From an optimization exercise on the open Yosys and OpenROAD flow, aimed at a short achievable clock period and few clock cycles; shortcuts taken in it are not production practice.
Only simulation tests tie the RTL to the original design; equivalence was not proved.
Power is estimated from default activity; no workload was simulated.

== build 12 ==
## flashUpdateCtrl
module flashUpdateCtrl
(
  input  logic                  Clock,
  input  logic                  arstN,
  input  logic [flashCtrlPkg::hostAddrW-1:0]  FlashMemWrAddress,
  input  logic [flashCtrlPkg::hostDataW-1:0]  FlashMemWrData,
  input  logic                  FlashMemWrEn,
  input  logic [flashCtrlPkg::flashAddrW-1:0] FlashOpAddr,
  input  logic [flashCtrlPkg::ramAddrW-1:0]   FlashOpLen,
  input  logic                  FlashOpUnlock,
  input  logic                  FlashOpWr,
  input  logic                  FlashOpEr,
  output logic                  FlashCmdAck,
  output logic                  FlashBusy,
  output logic                  FlashError,
  output logic                  csrAddr,
  output logic                  csrRead,
  output logic [flashCtrlPkg::flashDataW-1:0] csrWriteData,
  output logic                  csrWrite,
  input  logic [flashCtrlPkg::flashDataW-1:0] csrReadData,
  output logic [flashCtrlPkg::flashAddrW-1:0] dataAddr,
  output logic [flashCtrlPkg::flashDataW-1:0] dataWriteData,
  output logic                  dataWrite,
  input  logic                  dataWaitReq
);
Settings: LEC_CHECK=0, ABC_CLOCK_PERIOD_IN_PS=2000, CAP_MARGIN=20, CORE_MARGIN=2, CORE_UTILIZATION=55, SETUP_SLACK_MARGIN=2.3, SLEW_MARGIN=20; clock period 4.5 ns.
run.sh (not shown) runs the stock make flow with config.mk's settings and CLKGATE_MAP_FILE= SYNTH_SCRIPT=/design/flow/synth_recipe.tcl, a recipe that flattens the netlist after the stock synthesis.
Testbench counts of build 12, summed over its fixed seeds: cycles 26,255.
The following lists how build 54 was set up differently from build 12:
diff --git a/flow/design.v b/flow/design.v
--- a/flow/design.v
+++ b/flow/design.v
@@ -32,51 +32,39 @@
   input  logic [flashCtrlPkg::hostAddrW-1:0]  FlashMemWrAddress,     
   input  logic [flashCtrlPkg::hostDataW-1:0]  FlashMemWrData,        
   input  logic                  FlashMemWrEn,          
   input  logic [flashCtrlPkg::ramAddrW-1:0]   ramRdAddr,             
   output logic [flashCtrlPkg::flashDataW-1:0] ramRdData,             
   output logic [flashCtrlPkg::flashDataW-1:0] ramWord0               
 );
   logic [flashCtrlPkg::hostDataW-1:0]  upperHalf;                    
   logic                  ramWe;                        
-  logic [flashCtrlPkg::ramAddrW-1:0]   ramWrAddr;                    
-  logic [flashCtrlPkg::flashDataW-1:0] ramWrData;                    
   logic [flashCtrlPkg::flashDataW-1:0] ram [0:(1 << flashCtrlPkg::ramAddrW)-1];    
   always_ff @(posedge Clock or negedge arstN)
   begin
     if (!arstN)
       upperHalf <= '0;
     else if (FlashMemWrEn)
       upperHalf <= FlashMemWrData;
   end
-  always_ff @(posedge Clock)
-  begin
-    ramWe     <= FlashMemWrEn & FlashMemWrAddress[0];    
-    ramWrAddr <= FlashMemWrAddress[flashCtrlPkg::hostAddrW-1:1];
-    ramWrData <= {upperHalf, FlashMemWrData};
-  end
+  assign ramWe = FlashMemWrEn & FlashMemWrAddress[0];  
   always_ff @(posedge Clock)
   begin
     if (ramWe)
-      ram[ramWrAddr] <= ramWrData;
+      ram[FlashMemWrAddress[flashCtrlPkg::hostAddrW-1:1]] <= {upperHalf, FlashMemWrData};
   end
-  logic [flashCtrlPkg::flashDataW-1:0] quadWord [0:15];
-  logic [flashCtrlPkg::flashDataW-1:0] groupWord [0:3];
-  logic [3:0]                          quadSel;
-  logic [1:0]                          groupSel;
+  logic [flashCtrlPkg::flashDataW-1:0] groupWord [0:7];
+  logic [2:0]                          groupSel;
   always_ff @(posedge Clock)
   begin
-    for (int q = 0; q < 16; q++)
-      quadWord[q] <= ram[{q[3:0], ramRdAddr[1:0]}];
-    quadSel  <= ramRdAddr[5:2];
-    for (int g = 0; g < 4; g++)
-      groupWord[g] <= quadWord[{g[1:0], quadSel[1:0]}];
-    groupSel  <= quadSel[3:2];
+    for (int g = 0; g < 8; g++)
+      groupWord[g] <= ram[{g[2:0], ramRdAddr[2:0]}];
+    groupSel  <= ramRdAddr[5:3];
     ramRdData <= groupWord[groupSel];
   end
   assign ramWord0 = ram[0];
 endmodule
 `timescale 1ns/1ps
 module flashWriteCursor
 (
   input  logic                  Clock,
   input  logic                  arstN,
@@ -267,33 +255,29 @@
         FlashError <= 1'b0;                            
       else if (go && ((state == flashCtrlPkg::wArm) || (state == flashCtrlPkg::wArmLast)) &&
                !csrReadData[flashCtrlPkg::statusWriteOkBit])
         FlashError <= 1'b1;
       else if (go && ((state == flashCtrlPkg::e1Arm) || (state == flashCtrlPkg::e2Arm)) &&
                !csrReadData[flashCtrlPkg::statusEraseOkBit])
         FlashError <= 1'b1;
     end
   end
-  logic [flashCtrlPkg::flashAddrW-1:0] nextAddr;       
-  logic [flashCtrlPkg::flashDataW-1:0] nextData;       
   always_ff @(posedge Clock)
   begin
     csrWriteData <= csrWriteDataNext;
     if (state == flashCtrlPkg::sIdle)
-      nextAddr <= FlashOpAddr;                         
+      dataAddr <= FlashOpAddr;                         
     else if (writeDone)
-      nextAddr <= nextAddr + 1'b1;
+      dataAddr <= dataAddr + 1'b1;
     if ((state == flashCtrlPkg::sIdle) || (state == flashCtrlPkg::wUnprot))
-      nextData <= ramWord0;
+      dataWriteData <= ramWord0;
     else if (writeDone)
-      nextData <= ramRdData;
-    dataAddr      <= nextAddr;
-    dataWriteData <= (state == flashCtrlPkg::wUnprot) ? ramWord0 : nextData;
+      dataWriteData <= ramRdData;
   end
 endmodule
 `timescale 1ns/1ps
 module flashUpdateCtrl
 (
   input  logic                  Clock,
   input  logic                  arstN,
   input  logic [flashCtrlPkg::hostAddrW-1:0]  FlashMemWrAddress,
   input  logic [flashCtrlPkg::hostDataW-1:0]  FlashMemWrData,
Findings:
- Every run (build 12 and build 54) finished clean.
- Looking at number of buffers and inverters on the critical path, build 54 sits 1 below build 12.
- Build 12 → build 54: post-cts gate resize count grew by 167, count of antenna diodes in the layout shrank by 3, largest net degree at the start of global routing grew by 17%, area growth from synthesis to layout grew by 2.5 points, final design area excluding fillers shrank by 7.0%.
- Row die width: build 54 lower / build 12 higher
- Build 54 does better than build 12 on global-route wire length before repair.
- Build 54 ends up with a maximum cell stage delay along the critical path that is 0.14 ns higher than in build 12.
- The clock share of power in build 54 sits 2.9 points below the value recorded for build 12.
- Build 54 ends up with a synthesized cell count that is about 5% lower than in build 12.
- Summary: with build 12 as the reference, post-synthesis register bit count in build 54 moved down by more than 10%.
- Highest signal layer in the routed design = met5: build 12; highest signal layer in the routed design = met4: build 54
- A category of the critical setup timing path of in -> out is what build 12 shows, while reg -> out belongs to build 54.
Testbench counts of build 54, summed over its fixed seeds: cycles 26,255.

* * *

Another version of the RTL of flashUpdateCtrl (not shown whole).
For scale: about 4100 cells after synthesis, about 180 I/O pins, about 90000 um^2 of cells after synthesis.
==> module flashSequencer, before the edit <==
module flashSequencer
(
  input  logic                  Clock,
  input  logic                  arstN,
  input  logic                  FlashOpUnlock,         
  input  logic                  FlashOpWr,             
  input  logic                  FlashOpEr,             
  input  logic [flashCtrlPkg::flashAddrW-1:0] FlashOpAddr,           
  output logic                  FlashCmdAck,           
  output logic                  FlashBusy,             
  output logic                  FlashError,            
  input  logic [flashCtrlPkg::flashDataW-1:0] ramRdData,             
  input  logic [flashCtrlPkg::flashDataW-1:0] ramWord0,              
  input  logic                  lastWord,              
  output logic                  writePrep,             
  output logic                  writeDone,             
  output logic                  csrAddr,               
  output logic                  csrRead,
  output logic [flashCtrlPkg::flashDataW-1:0] csrWriteData,        
  output logic                  csrWrite,
  input  logic [flashCtrlPkg::flashDataW-1:0] csrReadData,           
  output logic [flashCtrlPkg::flashAddrW-1:0] dataAddr,
  output logic [flashCtrlPkg::flashDataW-1:0] dataWriteData,
  output logic                  dataWrite,
  input  logic                  dataWaitReq            
);
  flashCtrlPkg::seqState state, stateNext;
  logic                  rdValid;                      
  logic                  knownIdle;                    
  logic                  go;                           
  logic                  accept;                       
  logic                  dataHold;                     
  logic                  dataStart;                    
  logic                  csrReadNext;
  logic                  csrWriteNext;
  logic                  csrReadReg;                   
  logic                  csrWriteReg;                  
  logic                  armCtrl;                      
  logic                  ctrlStart;                    
  logic                  lastProtect;                  
  logic                  ready;                        
  logic                  ackNow;                       
  logic                  busyReg;                      
  logic [flashCtrlPkg::flashDataW-1:0] csrWriteDataNext;
  logic [flashCtrlPkg::flashDataW-1:0] csrWriteDataReg;
  assign go        = rdValid && (csrReadData[flashCtrlPkg::statusBusyLsb +: 2] == 2'b00);
  assign ackNow    = ready && FlashOpUnlock && (FlashOpWr || FlashOpEr);
  assign accept    = ackNow;
  assign FlashCmdAck = ackNow;
  assign FlashBusy = busyReg || ackNow;
  assign dataStart = (state == flashCtrlPkg::wArm) && go;
  assign dataWrite = dataHold || dataStart;
  assign armCtrl   = (state == flashCtrlPkg::wArmLast) || (state == flashCtrlPkg::e1Arm) ||
                     (state == flashCtrlPkg::e2Arm);
  assign ctrlStart = armCtrl && go;
  assign csrWrite  = csrWriteReg || ctrlStart || ackNow;      
  assign csrAddr   = csrWriteReg || ctrlStart || ackNow;
  assign csrRead   = csrReadReg && !ctrlStart && !ackNow;
  assign csrWriteData = csrWriteDataReg | ((ready && !FlashOpWr) ? (flashCtrlPkg::csrUnprotBoth ^ flashCtrlPkg::csrUnprotCfm1) : '0);
  assign lastProtect = ((state == flashCtrlPkg::wArmLast) || (state == flashCtrlPkg::e2Arm)) && go;
  assign writePrep = (state == flashCtrlPkg::sIdle);
  assign writeDone = (state == flashCtrlPkg::wHold) && !dataWaitReq;
  always_comb
  begin
    stateNext = state;
    case (state)
      flashCtrlPkg::sIdle     :
        if (accept)
          stateNext = FlashOpWr ? flashCtrlPkg::wFirst : flashCtrlPkg::e1Erase;     
      flashCtrlPkg::wFirst    : stateNext = flashCtrlPkg::wHold;
      flashCtrlPkg::wHold     :
        if (!dataWaitReq)
          stateNext = lastWord ? flashCtrlPkg::wArmLast : flashCtrlPkg::wArm;
      flashCtrlPkg::wArm      : if (go) stateNext = flashCtrlPkg::wHold;
      flashCtrlPkg::wArmLast  : if (go) stateNext = flashCtrlPkg::sIdle;          
      flashCtrlPkg::e1Erase   : stateNext = flashCtrlPkg::e1Arm;
      flashCtrlPkg::e1Arm     : if (go) stateNext = flashCtrlPkg::e2Unprot;       
      flashCtrlPkg::e2Unprot  : stateNext = flashCtrlPkg::e2Erase;
      flashCtrlPkg::e2Erase   : stateNext = flashCtrlPkg::e2Arm;
      flashCtrlPkg::e2Arm     : if (go) stateNext = flashCtrlPkg::sIdle;
      default                 : stateNext = flashCtrlPkg::sIdle;
    endcase
  end
  always_comb
  begin
    csrWriteNext = 1'b0;
    csrReadNext  = 1'b0;
    case (stateNext)
      flashCtrlPkg::e1Erase, flashCtrlPkg::e2Unprot, flashCtrlPkg::e2Erase :
        csrWriteNext = 1'b1;
      flashCtrlPkg::wFirst :
        csrReadNext  = 1'b0;                           
      default :
        csrReadNext  = 1'b1;                           
    endcase
    case (state)
      flashCtrlPkg::sIdle     : csrWriteDataNext = ackNow ? flashCtrlPkg::csrEraseCfm1 : flashCtrlPkg::csrUnprotBoth;
      flashCtrlPkg::e1Erase, flashCtrlPkg::e2Erase, flashCtrlPkg::e2Arm, flashCtrlPkg::wHold :
        csrWriteDataNext = flashCtrlPkg::csrProtectNone;
      flashCtrlPkg::e1Arm     : csrWriteDataNext = go ? flashCtrlPkg::csrUnprotCfm2 : flashCtrlPkg::csrProtectNone;
      flashCtrlPkg::wArmLast  : csrWriteDataNext = flashCtrlPkg::csrProtectNone;
      flashCtrlPkg::e2Unprot  : csrWriteDataNext = flashCtrlPkg::csrEraseCfm2;
      default                 : csrWriteDataNext = '0;
    endcase
  end
  always_ff @(posedge Clock or negedge arstN)
  begin
    if (!arstN)
    begin
      state       <= flashCtrlPkg::sIdle;
      ready       <= 1'b0;
      rdValid     <= 1'b0;
      knownIdle   <= 1'b0;
      csrReadReg  <= 1'b0;
      csrWriteReg <= 1'b0;
      dataHold    <= 1'b0;
      busyReg     <= 1'b0;
      FlashError  <= 1'b0;
    end
    else
    begin
      state       <= stateNext;
      rdValid     <= csrRead && !dataStart;            
      if ((state == flashCtrlPkg::sIdle) && go)
        knownIdle <= 1'b1;
      csrReadReg  <= csrReadNext;
      csrWriteReg <= csrWriteNext;
      dataHold    <= (stateNext == flashCtrlPkg::wFirst) || (stateNext == flashCtrlPkg::wHold);
      ready       <= (stateNext == flashCtrlPkg::sIdle) && (knownIdle || ((state == flashCtrlPkg::sIdle) && go) ||
                                                        lastProtect);
      if (accept)
        busyReg <= 1'b1;
      else if (lastProtect)
        busyReg <= 1'b0;                               
      if (accept)
        FlashError <= 1'b0;                            
      else if (go && ((state == flashCtrlPkg::wArm) || (state == flashCtrlPkg::wArmLast)) &&
               !csrReadData[flashCtrlPkg::statusWriteOkBit])
        FlashError <= 1'b1;
      else if (go && ((state == flashCtrlPkg::e1Arm) || (state == flashCtrlPkg::e2Arm)) &&
               !csrReadData[flashCtrlPkg::statusEraseOkBit])
        FlashError <= 1'b1;
    end
  end
  always_ff @(posedge Clock)
  begin
    csrWriteDataReg <= csrWriteDataNext;
    if (state == flashCtrlPkg::sIdle)
      dataAddr <= FlashOpAddr;                         
    else if (writeDone)
      dataAddr <= dataAddr + 1'b1;
    if (state == flashCtrlPkg::sIdle)
      dataWriteData <= ramWord0;
    else if (writeDone)
      dataWriteData <= ramRdData;
  end
endmodule
clock: 4.5 ns
lec_check: 0
abc_clock_period_in_ps: 2000
cap_margin: 20
core_margin: 2
core_utilization: 40
setup_slack_margin: 2.3
slew_margin: 20
Testbench counts at the start, summed over its fixed seeds: cycles 26,159.
Next try:
--- a/flow/design.v
+++ b/flow/design.v
@@ -124,36 +124,38 @@
   flashCtrlPkg::seqState state, stateNext;
   logic                  rdValid;                      
   logic                  knownIdle;                    
   logic                  go;                           
+  logic                  statusIdle;                   
+  logic                  dataArmed;                    
+  logic                  ctrlArmed;                    
   logic                  accept;                       
   logic                  dataHold;                     
   logic                  dataStart;                    
   logic                  csrReadNext;
+  logic                  readyNext;
   logic                  csrWriteNext;
   logic                  csrReadReg;                   
   logic                  csrWriteReg;                  
-  logic                  armCtrl;                      
   logic                  ctrlStart;                    
   logic                  lastProtect;                  
   logic                  ready;                        
   logic                  ackNow;                       
   logic                  busyReg;                      
   logic [flashCtrlPkg::flashDataW-1:0] csrWriteDataNext;
   logic [flashCtrlPkg::flashDataW-1:0] csrWriteDataReg;
-  assign go        = rdValid && (csrReadData[flashCtrlPkg::statusBusyLsb +: 2] == 2'b00);
+  assign statusIdle = (csrReadData[flashCtrlPkg::statusBusyLsb +: 2] == 2'b00);
+  assign go        = rdValid && statusIdle;
   assign ackNow    = ready && FlashOpUnlock && (FlashOpWr || FlashOpEr);
   assign accept    = ackNow;
   assign FlashCmdAck = ackNow;
   assign FlashBusy = busyReg || ackNow;
-  assign dataStart = (state == flashCtrlPkg::wArm) && go;
+  assign dataStart = dataArmed && statusIdle;
   assign dataWrite = dataHold || dataStart;
-  assign armCtrl   = (state == flashCtrlPkg::wArmLast) || (state == flashCtrlPkg::e1Arm) ||
-                     (state == flashCtrlPkg::e2Arm);
-  assign ctrlStart = armCtrl && go;
+  assign ctrlStart = ctrlArmed && statusIdle;
   assign csrWrite  = csrWriteReg || ctrlStart || ackNow;      
   assign csrAddr   = csrWriteReg || ctrlStart || ackNow;
-  assign csrRead   = csrReadReg && !ctrlStart && !ackNow;
+  assign csrRead   = csrReadReg && !ctrlStart;            
   assign csrWriteData = csrWriteDataReg | ((ready && !FlashOpWr) ? (flashCtrlPkg::csrUnprotBoth ^ flashCtrlPkg::csrUnprotCfm1) : '0);
   assign lastProtect = ((state == flashCtrlPkg::wArmLast) || (state == flashCtrlPkg::e2Arm)) && go;
   assign writePrep = (state == flashCtrlPkg::sIdle);
   assign writeDone = (state == flashCtrlPkg::wHold) && !dataWaitReq;
@@ -177,8 +179,10 @@
       flashCtrlPkg::e2Arm     : if (go) stateNext = flashCtrlPkg::sIdle;
       default                 : stateNext = flashCtrlPkg::sIdle;
     endcase
   end
+  assign readyNext = (stateNext == flashCtrlPkg::sIdle) &&
+                     (knownIdle || ((state == flashCtrlPkg::sIdle) && go) || lastProtect);
   always_comb
   begin
     csrWriteNext = 1'b0;
     csrReadNext  = 1'b0;
@@ -186,8 +190,10 @@
       flashCtrlPkg::e1Erase, flashCtrlPkg::e2Unprot, flashCtrlPkg::e2Erase :
         csrWriteNext = 1'b1;
       flashCtrlPkg::wFirst :
         csrReadNext  = 1'b0;                           
+      flashCtrlPkg::sIdle :
+        csrReadNext  = !readyNext;                     
       default :
         csrReadNext  = 1'b1;                           
     endcase
     case (state)
@@ -206,8 +212,10 @@
     begin
       state       <= flashCtrlPkg::sIdle;
       ready       <= 1'b0;
       rdValid     <= 1'b0;
+      dataArmed   <= 1'b0;
+      ctrlArmed   <= 1'b0;
       knownIdle   <= 1'b0;
       csrReadReg  <= 1'b0;
       csrWriteReg <= 1'b0;
       dataHold    <= 1'b0;
@@ -217,15 +225,17 @@
     else
     begin
       state       <= stateNext;
       rdValid     <= csrRead && !dataStart;            
+      dataArmed   <= (stateNext == flashCtrlPkg::wArm) && csrRead;
+      ctrlArmed   <= ((stateNext == flashCtrlPkg::wArmLast) || (stateNext == flashCtrlPkg::e1Arm) ||
+                      (stateNext == flashCtrlPkg::e2Arm)) && csrRead;
       if ((state == flashCtrlPkg::sIdle) && go)
         knownIdle <= 1'b1;
       csrReadReg  <= csrReadNext;
       csrWriteReg <= csrWriteNext;
       dataHold    <= (stateNext == flashCtrlPkg::wFirst) || (stateNext == flashCtrlPkg::wHold);
-      ready       <= (stateNext == flashCtrlPkg::sIdle) && (knownIdle || ((state == flashCtrlPkg::sIdle) && go) ||
-                                                        lastProtect);
+      ready       <= readyNext;
       if (accept)
         busyReg <= 1'b1;
       else if (lastProtect)
         busyReg <= 1'b0;                               
The new run completed with no timing, DRC or antenna violations.
Worst setup slack is better by 260 ps.
Design area falls by a few percent.
Non-clock buffer count falls by 99.
Critical path depth falls by 1.
First-iteration DRC count rises by a little under a tenth.
Via count falls slightly.
Clock-buffer cell count falls by 10.
Maximum frequency rises by roughly a tenth.
Die area stays flat.
Total power falls by a few percent.
Register-to-register slack is better by 350 ps.
Global-route usage falls by 0.17 points.
Core utilization falls by 1.1 points.
Sequential share of layout area rises by 1.4 points.
Testbench counts after the change, summed over its fixed seeds: cycles 26,159.

==> static timing again, ports no longer ideal <==
The results above use ideal ports. As a check the final layouts listed here were re-extracted and re-timed, cells and wires unchanged.
Step 1 (the two cells are an assumption about what drives the block):
set clk [get_ports {Clock}]
set_driving_cell -lib_cell sky130_fd_sc_hd__clkbuf_16 $clk
set_driving_cell -lib_cell sky130_fd_sc_hd__buf_2 [delete_from_list [all_inputs] $clk]
Step 2 also shifts input and output timing later by t, the mid clock arrival at the registers, as if the neighbouring blocks saw the same clock.
a / b / c = no drivers / after step 1 / after step 2; a / b = the first two.
run	t (ns)	slack for setup (ns)	worst data-port slew with drivers (ns)
build 12	0.998	2.003 / 1.927 / 1.604	0.05
build 54	0.936	2.010 / 1.920 / 1.332	0.17
the first run of note 2	0.948	1.533 / 1.448 / 0.915	0.19
the second run of note 2	0.943	1.795 / 1.719 / 1.353	0.10
After both steps every run listed still meets setup and hold. The setup slack of build 54, which loses most, moves by -0.090 ns with the drivers and by -0.678 ns with both steps.
